Context: an optimization exercise on an open-source flow, tuned for small area and a short achievable clock period. The choices shown serve that exercise and are no tape-out recipe.
In this exercise RTL edits were held to simulation tests only and were not proved equivalent to the original.

==> design/flow/design.v <==
`default_nettype none
package grad_pkg;
    localparam int pix_w = 8;
    localparam int mag_f = 4;                   
    localparam int mag_w = pix_w + 1 + mag_f;   
    localparam int tan_i = 4;                   
    localparam int tan_f = 16;
    localparam int tan_w = tan_i + tan_f;
    localparam int img_w = 16;
    localparam int row_w = 8;
    localparam int col_w = 4;
    localparam logic [col_w-1:0] last_col = col_w'(img_w - 1);
    localparam int diff_lat = 1;
    localparam int sum_lat  = 3;
    localparam int root_lat = 13;
    localparam int div_lat  = 3;
    localparam int calc_lat = sum_lat + root_lat;
    localparam int top_lat  = calc_lat + 1;    
    localparam int tan_dly  = calc_lat - diff_lat - div_lat;
    localparam int rad_w  = 2 * root_lat;      
    localparam int rem_w  = mag_w + 3;         
    localparam int quo_w  = pix_w + tan_f;     
    localparam int half_w = quo_w / 2;         
    typedef logic [pix_w-1:0]        pixel_t;
    typedef logic signed [pix_w:0]   diff_t;
    typedef logic [2*pix_w:0]        sum_sq_t;
    typedef logic [mag_w-1:0]        mag_t;
    typedef logic signed [tan_w-1:0] tan_t;
    localparam tan_t tan_max = {1'b0, {(tan_w - 1){1'b1}}};
    localparam tan_t tan_min = {1'b1, {(tan_w - 1){1'b0}}};
    typedef struct packed {
        pixel_t top;
        pixel_t bot;
        pixel_t left;
        pixel_t right;
    } quad_pix_t;
    typedef struct packed {
        mag_t magnitude;
        tan_t tan;
    } grad_t;
endpackage
`default_nettype wire
`timescale 1ns/100ps
`default_nettype none
module window_gen (
    input  wire logic                 clk,
    input  wire logic                 rst,
    input  wire logic                 in_valid,
    input  wire logic                 sof,
    input  grad_pkg::pixel_t          pixel,
    output logic                      quad_valid,
    output grad_pkg::quad_pix_t       quad
);
    grad_pkg::pixel_t line_mem [2][grad_pkg::img_w];
    logic                        wr_sel;      
    logic [grad_pkg::col_w-1:0]  col_cnt;
    logic [grad_pkg::row_w-1:0]  row_cnt;
    logic [grad_pkg::col_w-1:0]  cur_col;
    logic [grad_pkg::row_w-1:0]  cur_row;
    grad_pkg::pixel_t            mid_sr [2];  
    grad_pkg::pixel_t            top_d;       
    grad_pkg::pixel_t            last_pix;    
    grad_pkg::pixel_t            up_pix;
    grad_pkg::pixel_t            mid_pix;
    logic                        interior;
    assign cur_col = sof ? '0 : col_cnt;
    assign cur_row = sof ? '0 : row_cnt;
    assign up_pix   = line_mem[wr_sel][cur_col];
    assign mid_pix  = line_mem[!wr_sel][cur_col];
    assign interior = (cur_row >= 2) && (cur_col >= 2);
    always_ff @(posedge clk) begin
        if (!rst) begin
            col_cnt    <= '0;
            row_cnt    <= '0;
            wr_sel     <= 1'b0;
            quad_valid <= 1'b0;
        end else begin
            quad_valid <= in_valid && interior;
            if (in_valid) begin
                if (cur_col == grad_pkg::last_col) begin
                    col_cnt <= '0;
                    wr_sel  <= !wr_sel;
                    if (cur_row != '1)
                        row_cnt <= cur_row + 1'b1;
                    else
                        row_cnt <= cur_row;   
                end else begin
                    col_cnt <= cur_col + 1'b1;
                    row_cnt <= cur_row;
                end
            end
        end
    end
    always_ff @(posedge clk) begin
        if (in_valid) begin
            line_mem[wr_sel][cur_col] <= pixel;
            top_d     <= up_pix;
            mid_sr[0] <= mid_pix;
            mid_sr[1] <= mid_sr[0];
            last_pix  <= pixel;
            quad.top   <= top_d;
            quad.bot   <= last_pix;
            quad.left  <= mid_sr[1];
            quad.right <= mid_pix;
        end
    end
endmodule
`default_nettype wire
`timescale 1ns/100ps
`default_nettype none
module sum_sq_diff (
    input  wire logic              clk,
    input  grad_pkg::quad_pix_t    quad,
    output grad_pkg::diff_t        ver_diff,
    output grad_pkg::diff_t        hor_diff,
    output grad_pkg::sum_sq_t      sum_sq
);
    logic signed [2*grad_pkg::pix_w-1:0] ver_ext;
    logic signed [2*grad_pkg::pix_w-1:0] hor_ext;
    logic [2*grad_pkg::pix_w-1:0]        ver_sq;
    logic [2*grad_pkg::pix_w-1:0]        hor_sq;
    always_ff @(posedge clk) begin
        ver_diff <= $signed({1'b0, quad.bot}) - $signed({1'b0, quad.top});
        hor_diff <= $signed({1'b0, quad.right}) - $signed({1'b0, quad.left});
    end
    assign ver_ext = {{(grad_pkg::pix_w - 1){ver_diff[grad_pkg::pix_w]}}, ver_diff};
    assign hor_ext = {{(grad_pkg::pix_w - 1){hor_diff[grad_pkg::pix_w]}}, hor_diff};
    always_ff @(posedge clk) begin
        ver_sq <= ver_ext * ver_ext;
        hor_sq <= hor_ext * hor_ext;
    end
    always_ff @(posedge clk) begin
        sum_sq <= {1'b0, ver_sq} + {1'b0, hor_sq};
    end
endmodule
`default_nettype wire
`timescale 1ns/100ps
`default_nettype none
module sqrt (
    input  wire logic            clk,
    input  grad_pkg::sum_sq_t    sum_sq,
    output grad_pkg::mag_t       magnitude
);
    logic [grad_pkg::rad_w-1:0] rad_q  [grad_pkg::root_lat];
    logic [grad_pkg::rem_w-1:0] rem_q  [grad_pkg::root_lat];
    grad_pkg::mag_t             root_q [grad_pkg::root_lat];
    for (genvar s = 0; s < grad_pkg::root_lat; s++) begin : g_stage
        logic [grad_pkg::rad_w-1:0] rad_prev;
        logic [grad_pkg::rem_w-1:0] rem_prev;
        logic [grad_pkg::rem_w-1:0] rem_cat;
        logic [grad_pkg::rem_w-1:0] trial;
        grad_pkg::mag_t             root_prev;
        if (s == 0) begin : g_first
            assign rad_prev  = {1'b0, sum_sq, {(2 * grad_pkg::mag_f){1'b0}}};
            assign rem_prev  = '0;
            assign root_prev = '0;
        end else begin : g_next
            assign rad_prev  = rad_q[s-1];
            assign rem_prev  = rem_q[s-1];
            assign root_prev = root_q[s-1];
        end
        assign rem_cat = {rem_prev[grad_pkg::rem_w-3:0],
                          rad_prev[grad_pkg::rad_w-1 -: 2]};
        assign trial   = {1'b0, root_prev, 2'b01};   
        always_ff @(posedge clk) begin
            rad_q[s] <= rad_prev << 2;
            if (rem_cat >= trial) begin
                rem_q[s]  <= rem_cat - trial;
                root_q[s] <= {root_prev[grad_pkg::mag_w-2:0], 1'b1};
            end else begin
                rem_q[s]  <= rem_cat;   
                root_q[s] <= {root_prev[grad_pkg::mag_w-2:0], 1'b0};
            end
        end
    end
    assign magnitude = root_q[grad_pkg::root_lat-1];
endmodule
`default_nettype wire
`timescale 1ns/100ps
`default_nettype none
module div (
    input  wire logic          clk,
    input  grad_pkg::diff_t    ver_diff,
    input  grad_pkg::diff_t    hor_diff,
    output grad_pkg::tan_t     tan
);
    function automatic logic [grad_pkg::half_w+grad_pkg::pix_w-1:0] long_div(
        input logic [grad_pkg::pix_w-1:0]  rem_in,
        input logic [grad_pkg::half_w-1:0] num_bits,
        input logic [grad_pkg::pix_w-1:0]  dsr
    );
        logic [grad_pkg::pix_w:0]    part;
        logic [grad_pkg::pix_w-1:0]  rem;
        logic [grad_pkg::half_w-1:0] quo;
        rem = rem_in;
        quo = '0;
        for (int i = grad_pkg::half_w - 1; i >= 0; i--) begin
            part = {rem, num_bits[i]};
            if (part >= {1'b0, dsr}) begin
                part   = part - {1'b0, dsr};
                quo[i] = 1'b1;
            end
            rem = part[grad_pkg::pix_w-1:0];
        end
        long_div = {quo, rem};
    endfunction
    grad_pkg::diff_t             ver_abs;
    grad_pkg::diff_t             hor_abs;
    logic [grad_pkg::pix_w-1:0]  s1_num;
    logic [grad_pkg::pix_w-1:0]  s1_dsr;
    logic                        s1_neg;
    logic                        s1_ver_zero;
    logic                        s1_hor_zero;
    logic [grad_pkg::half_w+grad_pkg::pix_w-1:0] hi_res;
    logic [grad_pkg::half_w+grad_pkg::pix_w-1:0] lo_res;
    logic [grad_pkg::half_w-1:0] s2_quo_hi;
    logic [grad_pkg::pix_w-1:0]  s2_rem;
    logic [grad_pkg::pix_w-1:0]  s2_dsr;
    logic                        s2_neg;
    logic                        s2_ver_zero;
    logic                        s2_hor_zero;
    logic [grad_pkg::quo_w-1:0]  quo;
    logic                        ovf;
    grad_pkg::tan_t              quo_tan;
    assign ver_abs = ver_diff[grad_pkg::pix_w] ? -ver_diff : ver_diff;
    assign hor_abs = hor_diff[grad_pkg::pix_w] ? -hor_diff : hor_diff;
    always_ff @(posedge clk) begin
        s1_num      <= ver_abs[grad_pkg::pix_w-1:0];
        s1_dsr      <= hor_abs[grad_pkg::pix_w-1:0];
        s1_neg      <= ver_diff[grad_pkg::pix_w] ^ hor_diff[grad_pkg::pix_w];
        s1_ver_zero <= (ver_diff == '0);
        s1_hor_zero <= (hor_diff == '0);
    end
    assign hi_res = long_div('0, {s1_num, {(grad_pkg::half_w - grad_pkg::pix_w){1'b0}}},
                             s1_dsr);
    always_ff @(posedge clk) begin
        s2_quo_hi   <= hi_res[grad_pkg::half_w+grad_pkg::pix_w-1 -: grad_pkg::half_w];
        s2_rem      <= hi_res[grad_pkg::pix_w-1:0];
        s2_dsr      <= s1_dsr;
        s2_neg      <= s1_neg;
        s2_ver_zero <= s1_ver_zero;
        s2_hor_zero <= s1_hor_zero;
    end
    assign lo_res  = long_div(s2_rem, '0, s2_dsr);
    assign quo     = {s2_quo_hi, lo_res[grad_pkg::half_w+grad_pkg::pix_w-1 -: grad_pkg::half_w]};
    assign ovf     = |quo[grad_pkg::quo_w-1:grad_pkg::tan_w-1];   
    assign quo_tan = {1'b0, quo[grad_pkg::tan_w-2:0]};
    always_ff @(posedge clk) begin
        if (s2_ver_zero)
            tan <= '0;
        else if (s2_hor_zero || ovf)
            tan <= s2_neg ? grad_pkg::tan_min : grad_pkg::tan_max;
        else if (s2_neg)
            tan <= -quo_tan;
        else
            tan <= quo_tan;
    end
endmodule
`default_nettype wire
`timescale 1ns/100ps
`default_nettype none
module mag_cal (
    input  wire logic              clk,
    input  wire logic              rst,
    input  wire logic              quad_valid,
    input  grad_pkg::quad_pix_t    quad,
    output logic                   out_valid,
    output grad_pkg::grad_t        grad
);
    grad_pkg::diff_t   ver_diff;
    grad_pkg::diff_t   hor_diff;
    grad_pkg::sum_sq_t sum_sq;
    grad_pkg::mag_t    magnitude;
    grad_pkg::tan_t    tan_div;
    grad_pkg::tan_t               tan_q [grad_pkg::tan_dly];
    logic [grad_pkg::calc_lat-1:0] valid_q;
    sum_sq_diff u_sum_sq_diff (
        .clk      (clk),
        .quad     (quad),
        .ver_diff (ver_diff),
        .hor_diff (hor_diff),
        .sum_sq   (sum_sq)
    );
    sqrt u_sqrt (
        .clk       (clk),
        .sum_sq    (sum_sq),
        .magnitude (magnitude)
    );
    div u_div (
        .clk      (clk),
        .ver_diff (ver_diff),
        .hor_diff (hor_diff),
        .tan      (tan_div)
    );
    always_ff @(posedge clk) begin
        tan_q[0] <= tan_div;
        for (int i = 1; i < grad_pkg::tan_dly; i++)
            tan_q[i] <= tan_q[i-1];
    end
    always_ff @(posedge clk) begin
        if (!rst)
            valid_q <= '0;
        else
            valid_q <= {valid_q[grad_pkg::calc_lat-2:0], quad_valid};
    end
    assign out_valid      = valid_q[grad_pkg::calc_lat-1];
    assign grad.magnitude = magnitude;
    assign grad.tan       = tan_q[grad_pkg::tan_dly-1];
endmodule
`default_nettype wire
`timescale 1ns/100ps
`default_nettype none
module grad_top (
    input  wire logic           clk,
    input  wire logic           rst,
    input  wire logic           in_valid,
    input  wire logic           sof,
    input  grad_pkg::pixel_t    pixel,
    output logic                out_valid,
    output grad_pkg::grad_t     grad
);
    logic                quad_valid;
    grad_pkg::quad_pix_t quad;
    window_gen u_window_gen (
        .clk        (clk),
        .rst        (rst),
        .in_valid   (in_valid),
        .sof        (sof),
        .pixel      (pixel),
        .quad_valid (quad_valid),
        .quad       (quad)
    );
    mag_cal u_mag_cal (
        .clk        (clk),
        .rst        (rst),
        .quad_valid (quad_valid),
        .quad       (quad),
        .out_valid  (out_valid),
        .grad       (grad)
    );
endmodule
`default_nettype wire
==> design/flow/run.sh <==
#!/bin/bash
# synth_recipe.tcl (not shown) runs the flow's synth.tcl, then flattens the netlist and writes it again
# the make line also repeats each setting of config.mk as NAME=value (left out here)
make -C /OpenROAD-flow-scripts/flow DESIGN_CONFIG=/design/flow/config.mk WORK_HOME=/design/flow/orfs CLKGATE_MAP_FILE= SYNTH_SCRIPT=/design/flow/synth_recipe.tcl finish
==> design/flow/config.mk <==
export PLATFORM = sky130hd
export DESIGN_NAME = grad_top
export DESIGN_NICKNAME = grad_top
export VERILOG_FILES = /design/flow/design.v
export SDC_FILE = /design/flow/constraint.sdc
export NUM_CORES = 4
export LEC_CHECK = 0
export CAP_MARGIN = 20
export CORE_MARGIN = 2
export CORE_UTILIZATION = 40
export SLEW_MARGIN = 20
==> design/flow/constraint.sdc <==
create_clock -name core_clock -period 26.0 [get_ports {clk}]
set_input_delay 5.2000 -clock core_clock [delete_from_list [all_inputs] [get_ports {clk}]]
set_output_delay 5.2000 -clock core_clock [all_outputs]
set_load 0.01 [all_outputs]
==> reports/qor.yml <==
status: "finished clean"
pre_cts_ws_ns: -0.774
track_usage: 0.158
grt_max_degree: 69
holdWs_ns: 0.274
io_buffer_count: 45
route.detailed.wl_per_inst_um: 15.5
slew_headroom: 0.360
drc_errors: 0
final_common_cell: "dfxtp_1"
fin_skew_ns: 0.0554
yosysWarnings: 10
postCtsHoldBufs: 0
cpPeakStageDelay_ns: 0.52
synth_area_leader_cell: "dfxtp_1"
layout_common_cells: "dfxtp_1, inv_1, ha_1"
synth-seq-cells: 1026
synth-seq-area-share: 0.488
placedInstanceArea_sq_um: 51300
synth_area_per_cell_sq_um: 10.7
routed_wl_um: 99100
grt_pass1_wl_um: 161000
cp.required_ns: 26.65
viasPerCell: 5.01
placed_cells_incl_taps: 6169
tightest_slew_ns: 0.960
initial_core_util: 0.404
fin_crit_ns: 24.54
antenna_found_initial: 0
crit_path_start_kind: "flip-flop"
setup_violations: 0
clkLatencyLatePin_ns: 0.72
clk_path_buf_depth: 3
cts.clk_slew.worst_paths_ns: 0.07
synth.distinct_cells: 104
die_y_um: 352
fin_ws_ns: 1.46
hold_viol: 0
cp_slowest_cell: "or4_1"
place_hpwl_um: 68700
dr.pass1.iters: 5
dieArea_sq_um: 124000
num_rows: 127
fin_util: 0.464
synth_edf_count: 312
fin_nets: 5217
async_reset_ff_frac: 0
synthesis.nets: 5033
hold_path_class: "reg -> reg"
path_max_fanout: 9
cts-root-buf: "clkbuf_16"
grt_pass1_vias: 31700
cp_common_cell: "a21o_1"
post_layout_nonfiller_instances: 6403
die_w_um: 352
grt_overflow: 0
core_area_sq_um: 120000
drv_slew: 0
antenna_cells: 0
timing.fmax_ghz: 0.0407
num_io_pins: 46
ctsHtreeMaxLevel: 3
cts_tree: "yes"
postRouteAntennaNets: 0
critPathCaptureType: "flip-flop"
syn_area_sq_um: 48500
synthFlopType: "dfxtp_1"
cts_inserted_buffers: 103
final_cell_area_sq_um: 55700
worstPathArrival_ns: 25.19
drive_gt1_frac: 0.114
synth.area.top_cells: "dfxtp_1, edfxtp_1, ha_1"
drv_cap: 0
crit_type: "reg -> reg"
final.period_utilization: 0.944
gp_congestion: 0.879
synthToLayoutAreaGrowth_pct: 14.9
clock_sinks: 1026
synth.top_cell.area_share: 0.295
syn_inst: 4522
drt_iter0_markers: 1781
vias: 32100
==> worst paths after layout <==
check | startpoint | end | slack (ns) | depth (start not counted)
setup / recovery | u_mag_cal.u_div.s2_dsr[1] | u_mag_cal.u_div.tan[8] | 1.46 | 133
hold / removal | u_mag_cal.u_sqrt.rad_q[0][21] | u_mag_cal.u_sqrt.rad_q[1][23] | 0.27 | 0
setup reg to reg | u_mag_cal.u_div.s2_dsr[1] | u_mag_cal.u_div.tan[8] | 1.46 | 133
hold reg to reg | u_mag_cal.u_sqrt.rad_q[0][21] | u_mag_cal.u_sqrt.rad_q[1][23] | 0.27 | 0
==> registers in the layout (all words and copies together) (netlist names), 9 cells and up <==
name                              cells
u_window_gen.mid_sr                  15
u_mag_cal.u_sum_sq_diff.sum_sq       17
u_mag_cal.valid_q                    16
u_mag_cal.u_sum_sq_diff.ver_sq       15
u_mag_cal.u_sum_sq_diff.ver_diff      9
u_mag_cal.u_sum_sq_diff.hor_sq       15
u_mag_cal.u_sqrt.root_q              91
u_window_gen.line_mem               256
u_window_gen.quad                    25
u_mag_cal.u_div.tan                  20
u_mag_cal.tan_q                     240
u_mag_cal.u_sqrt.rem_q              148
u_mag_cal.u_sum_sq_diff.hor_diff      9
u_mag_cal.u_sqrt.rad_q               72
u_mag_cal.u_div.s2_quo_hi            12
==> synth_stat cells (11+ instances only) <==
cell type / n
a211oi_1: 15
a21o_1: 91
a21oi_1: 230
a31oi_1: 30
and2_1: 86
and3_1: 24
buf_2: 11
clkbuf_1: 95
dfxtp_1: 714
edfxtp_1: 312
fa_1: 118
ha_1: 381
inv_1: 371
mux2_2: 73
mux2i_1: 121
nand2_1: 324
nand2b_1: 67
nand3_1: 38
nand4_1: 30
nor2_1: 303
nor2b_1: 59
nor3_1: 92
nor4_1: 27
o211ai_1: 33
o21a_1: 59
o21ai_0: 213
o21bai_1: 46
o22ai_1: 19
o31ai_1: 24
or2_2: 12
or3_1: 26
xnor2_1: 174
xor2_1: 92
==> area by class of cell <==
type                    count  area, sq um
clock buffers             133         2840
inverters                 381         1430
clock inverters            57          611
multi-input cells        2997        23600
flip-flops and latches   1026        23700
repair buffers            197         1590
fillers                 11100        64400
well taps                1612         2020
==> metal layers <==
metal	part of all wire	global-route usage	vias up
li1	-	-	16100
met1	0.43	0.194	15200
met2	0.49	0.276	567
met3	0.038	0.0252	212
met4	0.034	0.0593	0
met5	0	0	-
==> stage by stage <==
| stage | setup TNS (ns) |
|---|---|
| global route | -1.30 |
| floorplan | 0 |
| finish | 0 |
| CTS | 0 |
| global placement | -3.08 |
| detailed placement | -9.30 |
==> repair_timing <==
item                       4_1_cts  5_1_grt
buffers inserted                 3       41
setup endpoints to repair       25       29
pin swaps                        1       56
gates resized for setup         27      135
==> critical path: cells and delay by family (launching register included) <==
family	cells	cell delay, ns
AOI/OAI and AO/OA	61	10.72
and+or+nand+nor	44	6.97
adders and majority gates	14	3.78
muxes	6	1.49
buffers and inverters	8	1.09
DFF	1	0.39
==> kinds of logic (layout without fill, tap and decap cells) <==
family | after synthesis | after routing | share of synthesized area
mux | 202 | 202 | 0.0438
fa+ha+maj | 499 | 499 | 0.147
buf+inv | 499 | 768 | 0.0392
xor+xnor | 266 | 266 | 0.0481
other cells | 1 | 1 | 0.0000774
flops | 1026 | 1026 | 0.488
compound gates | 886 | 886 | 0.119
simple gates | 1143 | 1143 | 0.115
Testbench counts, summed over its fixed seeds: latency cycles 1,275,935, results 75,055.

-- what the ideal ports hide --
The results above use ideal ports. As a check the final layout listed here was re-extracted and re-timed, cells and wires unchanged. Step 1, drivers: a clkbuf_16 drives clk and a buf_2 each remaining input, both assumed. Step 2, shift: input delay + t, output delay - t, t = (earliest + latest rising clock arrival at the registers) / 2. This alone moves slack from input paths to output paths. a / b / c = ideal ports / drivers / drivers and shift; a / b = the first two.
t (ns): 0.771
setup slack, ns: 1.460 / 1.460 / 1.460
clock arrival spread, ns: 0.062 / 0.062
worst register clock-pin slew, ns: 0.07 / 0.07
pins driven straight from the clock port: 1
After both steps this run still meets setup and hold. The setup slack of this run moves by 0.000 ns with the drivers and by 0.000 ns with both steps.
